What follows belongs to an exercise in optimizing a design on an open flow for small area, a short achievable clock period and few clock cycles; a production flow would make more cautious choices.
Where RTL was checked, it was by simulation tests only, not by an equivalence proof against the original.

==> module rctw_div, before the edit <==
module rctw_div (
  input  logic                      clk,
  input  logic                      rst_n,
  input  logic                      start,
  input  logic [8:0]                tex_width,
  input  logic [15:0]               line_height,
  input  logic [10:0]               draw_start,    
  input  logic [10:0]               half_height,   
  input  logic                      advance,       
  output logic                      busy,
  output logic                      busy_nxt,
  output logic                      prime,
  output logic [rctw_pkg::POS_W-1:0] position
);
  localparam int PW = rctw_pkg::POS_W;
  logic [4:0]    cnt_r;     
  logic [15:0]   div_r;
  logic [15:0]   rem_r;
  logic [PW-1:0] quo_r;     
  logic [16:0]   off_r;
  logic [PW-1:0] pos_r;
  logic          ph_sum;
  logic          ph_sub;
  logic          ph_div;
  logic          horner;
  logic [16:0]   trial;
  logic [16:0]   diff;
  logic          fits;
  logic [PW-1:0] add_a;
  logic [PW-1:0] add_b;
  logic [PW-1:0] pos_sum;
  logic [4:0] cnt_nxt;
  logic       ph_off;
  logic       busy_r;
  assign busy     = busy_r;
  assign cnt_nxt  = start ? 5'd1 : (!busy || prime) ? 5'd0 : cnt_r + 5'd1;
  assign busy_nxt = (cnt_nxt != 5'd0);
  assign trial = {rem_r, quo_r[PW-1]};
  assign diff  = trial - {1'b0, div_r};
  assign fits  = ~diff[16];
  always_comb begin
    if (ph_sum) begin
      add_a = {14'd0, draw_start};
      add_b = {10'd0, div_r[15:1]};    
    end else if (ph_sub) begin
      add_a = pos_r;
      add_b = ~{14'd0, half_height};
    end else if (horner) begin
      add_a = {pos_r[PW-2:0], 1'b0};
      add_b = quo_r[0] ? {{(PW-17){off_r[16]}}, off_r} : '0;
    end else begin
      add_a = pos_r;
      add_b = quo_r;
    end
  end
  logic [PW:0] pos_x;
  assign pos_x   = {add_a, 1'b1} + {add_b, ph_sub};
  assign pos_sum = pos_x[PW:1];
  always_ff @(posedge clk) begin
    if (!rst_n) begin
      cnt_r  <= '0;
      busy_r <= 1'b0;
      ph_sum <= 1'b0;
      ph_sub <= 1'b0;
      ph_off <= 1'b0;
      ph_div <= 1'b0;
      horner <= 1'b0;
      prime  <= 1'b0;
    end else begin
      cnt_r  <= cnt_nxt;
      busy_r <= busy_nxt;
      ph_sum <= (cnt_nxt == 5'd1);
      ph_sub <= (cnt_nxt == 5'd2);
      ph_off <= (cnt_nxt == 5'd3);
      ph_div <= (cnt_nxt >= 5'd3) && (cnt_nxt <= 5'd27);
      horner <= (cnt_nxt >= 5'd3) && (cnt_nxt <= 5'd28);
      prime  <= (cnt_nxt == 5'd29);
    end
  end
  always_ff @(posedge clk) begin
    if (start) begin
      quo_r <= {tex_width, 16'd0};
    end else if (ph_div) begin
      quo_r <= {quo_r[PW-2:0], fits};
    end
    if (busy || advance) begin
      pos_r <= pos_sum;
    end
  end
  always_ff @(posedge clk) begin
    if (start) begin
      div_r <= (line_height == 16'd0) ? 16'd1 : line_height;
    end
    rem_r <= ph_sub ? 16'd0 : fits ? diff[15:0] : trial[15:0];
    if (ph_off) begin
      off_r <= pos_r[16:0];
    end
  end
  assign position = pos_r;
endmodule
==> module rctw_ctrl, before the edit <==
module rctw_ctrl (
  input  logic        clk,
  input  logic        rst_n,
  input  logic        start,
  input  logic [23:0] perp,
  input  logic [17:0] dir,
  input  logic [15:0] pos_lo,
  input  logic [8:0]  tex_width,
  input  logic        mirror,
  input  logic        cnt_load,
  input  logic [11:0] cnt_value,
  input  logic        cnt_dec,
  output logic        cnt_one,
  output logic        busy,
  output logic        busy_nxt,
  output logic        tex_load,
  output logic [7:0]  tex_col
);
  logic [4:0]  st_r;       
  logic [23:0] a_r;
  logic [23:0] m_r;
  logic [17:0] q_r;
  logic [15:0] f_r;
  logic [8:0]  tw_r;
  logic        mir_r;
  logic [4:0]  st_nxt;
  logic        busy_r;
  logic        ph_shift_r;   
  logic        ph_last_r;    
  logic        ph_frac_r;    
  logic        ph_twm_r;     
  logic        ph_mirr_r;    
  logic        ph_tex_r;     
  logic        bit_en;
  logic        sub;
  logic [23:0] opnd;
  logic [24:0] sum;
  logic [25:0] sum_x;
  logic [15:0] f_sum;
  assign busy     = busy_r;
  assign st_nxt   = start ? 5'd1 : (!busy || ph_tex_r) ? 5'd0 : st_r + 5'd1;
  assign busy_nxt = (st_nxt != 5'd0);
  assign tex_load = ph_tex_r;
  always_ff @(posedge clk) begin
    if (!rst_n) begin
      st_r       <= '0;
      busy_r     <= 1'b0;
      ph_shift_r <= 1'b0;
      ph_last_r  <= 1'b0;
      ph_frac_r  <= 1'b0;
      ph_twm_r   <= 1'b0;
      ph_mirr_r  <= 1'b0;
      ph_tex_r   <= 1'b0;
    end else begin
      st_r       <= st_nxt;
      busy_r     <= busy_nxt;
      ph_shift_r <= ((st_nxt >= 5'd1) && (st_nxt <= 5'd18))
                 || ((st_nxt >= 5'd20) && (st_nxt <= 5'd28));
      ph_last_r  <= (st_nxt == 5'd18);
      ph_frac_r  <= (st_nxt == 5'd19);
      ph_twm_r   <= (st_nxt == 5'd28);
      ph_mirr_r  <= (st_nxt == 5'd29);
      ph_tex_r   <= (st_nxt == 5'd30);
    end
  end
  assign sub    = ph_last_r || ph_mirr_r;
  assign bit_en = (ph_shift_r && q_r[0]) || ph_mirr_r;
  assign opnd   = bit_en ? (m_r ^ {24{sub}}) : 24'd0;
  assign sum_x  = {1'b0, a_r, 1'b1} + {1'b0, opnd, bit_en & sub};
  assign sum    = sum_x[25:1];
  assign f_sum   = f_r + (busy ? {a_r[13:0], q_r[17:16]} : 16'hFFFF);
  assign cnt_one = (f_r == 16'd1);
  always_ff @(posedge clk) begin
    if (start || ph_frac_r) begin
      a_r <= '0;
    end else if (ph_shift_r) begin
      a_r <= sum[24:1];
    end else if (ph_mirr_r && mir_r) begin
      a_r[14:7] <= ~sum[14:7];
    end
  end
  always_ff @(posedge clk) begin
    if (start) begin
      m_r   <= perp;
      f_r   <= pos_lo;
      tw_r  <= tex_width;
      mir_r <= mirror;
    end else if (busy) begin
      if (ph_frac_r) begin
        m_r <= {8'd0, f_sum};
      end else if (ph_twm_r) begin
        m_r <= {8'd0, tw_r, 7'd0};
      end
    end else if (cnt_load) begin
      f_r <= {4'd0, cnt_value};
    end else if (cnt_dec) begin
      f_r <= f_sum;
    end
  end
  always_ff @(posedge clk) begin
    if (start) begin
      q_r <= dir;
    end else if (ph_frac_r) begin
      q_r <= {9'd0, tw_r};
    end else begin
      q_r <= {sum[0], q_r[17:1]};
    end
  end
  assign tex_col = a_r[14:7];
endmodule
clock: 10.0 ns
lec_check: 0
cap_margin: 20
core_margin: 2
core_utilization: 60
slew_margin: 20
standard.sh (not shown) runs the stock make flow with config.mk's settings and CLKGATE_MAP_FILE= SYNTH_SCRIPT=/design/flow/synth_recipe.tcl, a recipe that flattens the netlist after the stock synthesis.
==> flow/flow/run.sh <==
#!/bin/bash
# Standard layout (the standard.sh: standard synthesis, ORFS floorplan to
# finish, same SDC), with two make settings added on its command line:
#  * BUFFER_PORTS_ARGS from flow/ports.txt: the cell buffer_ports puts on every
#    input and output port (it still buffers every port).
# Each make run's full output goes to its own log here.
set -euo pipefail
MARGIN=$(cat flow/margin.txt)
PORTBUF=$(cat flow/ports.txt)
sed -E "s/ SETUP_SLACK_MARGIN=[^ ]*//; s/CLKGATE_MAP_FILE= /CLKGATE_MAP_FILE= SETUP_SLACK_MARGIN=$MARGIN 'BUFFER_PORTS_ARGS=-buffer_cell $PORTBUF' /" standard.sh > standard_margin.sh
grep -q "SETUP_SLACK_MARGIN=$MARGIN " standard_margin.sh
bash standard_margin.sh synth > make_synth.log 2>&1
bash standard_margin.sh finish > make_finish.log 2>&1
test -s out/final.def
==> flow/flow/margin.txt <==
6.5
==> flow/flow/ports.txt <==
sky130_fd_sc_hd__buf_2
Then changed:
--- a/flow/design.v
+++ b/flow/design.v
@@ -107,6 +107,8 @@
     if (start) begin
       div_r <= (line_height == 16'd0) ? 16'd1 : line_height;
+      rem_r <= '0;
+    end else if (ph_div) begin
+      rem_r <= fits ? diff[15:0] : trial[15:0];
     end
-    rem_r <= ph_sub ? 16'd0 : fits ? diff[15:0] : trial[15:0];
     if (ph_off) begin
       off_r <= pos_r[16:0];
@@ -202,8 +204,14 @@
     if (start) begin
       m_r   <= perp;
+      q_r   <= dir;
       f_r   <= pos_lo;
       tw_r  <= tex_width;
       mir_r <= mirror;
     end else if (busy) begin
+      if (ph_shift_r) begin
+        q_r <= {sum[0], q_r[17:1]};
+      end else if (ph_frac_r) begin
+        q_r <= {9'd0, tw_r};
+      end
       if (ph_frac_r) begin
         m_r <= {8'd0, f_sum};
@@ -217,13 +225,4 @@
     end
   end
-  always_ff @(posedge clk) begin
-    if (start) begin
-      q_r <= dir;
-    end else if (ph_frac_r) begin
-      q_r <= {9'd0, tw_r};
-    end else begin
-      q_r <= {sum[0], q_r[17:1]};
-    end
-  end
   assign tex_col = a_r[14:7];
 endmodule
Outcome:
- critical path depth stays the same
- die area went up by about 1%
- routed wire length went down by about 1.8%
- global-route usage went down by 0.68 points
- setup slack got worse by 0.015 ns
- design area went down by about 1.8%
- synthesized cell count is about the same
- first-iteration DRC count barely changes
- maximum frequency went down by about 0.4%
- count of clock-buffer cells in the layout went down by 3
- clock skew went up by 0.0066 ns
Testbench counts after the change, summed over its fixed seeds: cycles 27,984.
Only the layout flow was run in the first run of this note; the RTL was not checked for function there.

## port drivers added, routing unchanged
How much do the figures lean on ideal ports? The routed layouts below were timed once more, with nothing changed but the port constraints. Step 1: set_driving_cell puts a clkbuf_16 on clk and a buf_2 on each other input, an assumption about the parent block. Step 2 adds t to the input delays and takes it off the output delays; t is the mean of the earliest and latest rising clock arrival at the registers after step 1. Input paths then give back, and output paths get back, about the clock's delay inside the block. Slacks: no drivers / after step 1 / after step 2; pairs: no drivers / after step 1.
| run | t (ns) | slack for setup (ns) | clock arrival spread, ns | cell pins on the clock port's net |
|---|---|---|---|---|
| the first run | 0.659 | 6.375 / 6.316 / 6.015 | 0.017 / 0.017 | 1 |
| the second run | 0.665 | 6.360 / 6.299 / 5.935 | 0.026 / 0.026 | 1 |
After both steps setup and hold are still met in every run listed. The setup slack of the second run, which loses most, moves by -0.061 ns with the drivers and by -0.425 ns with both steps.
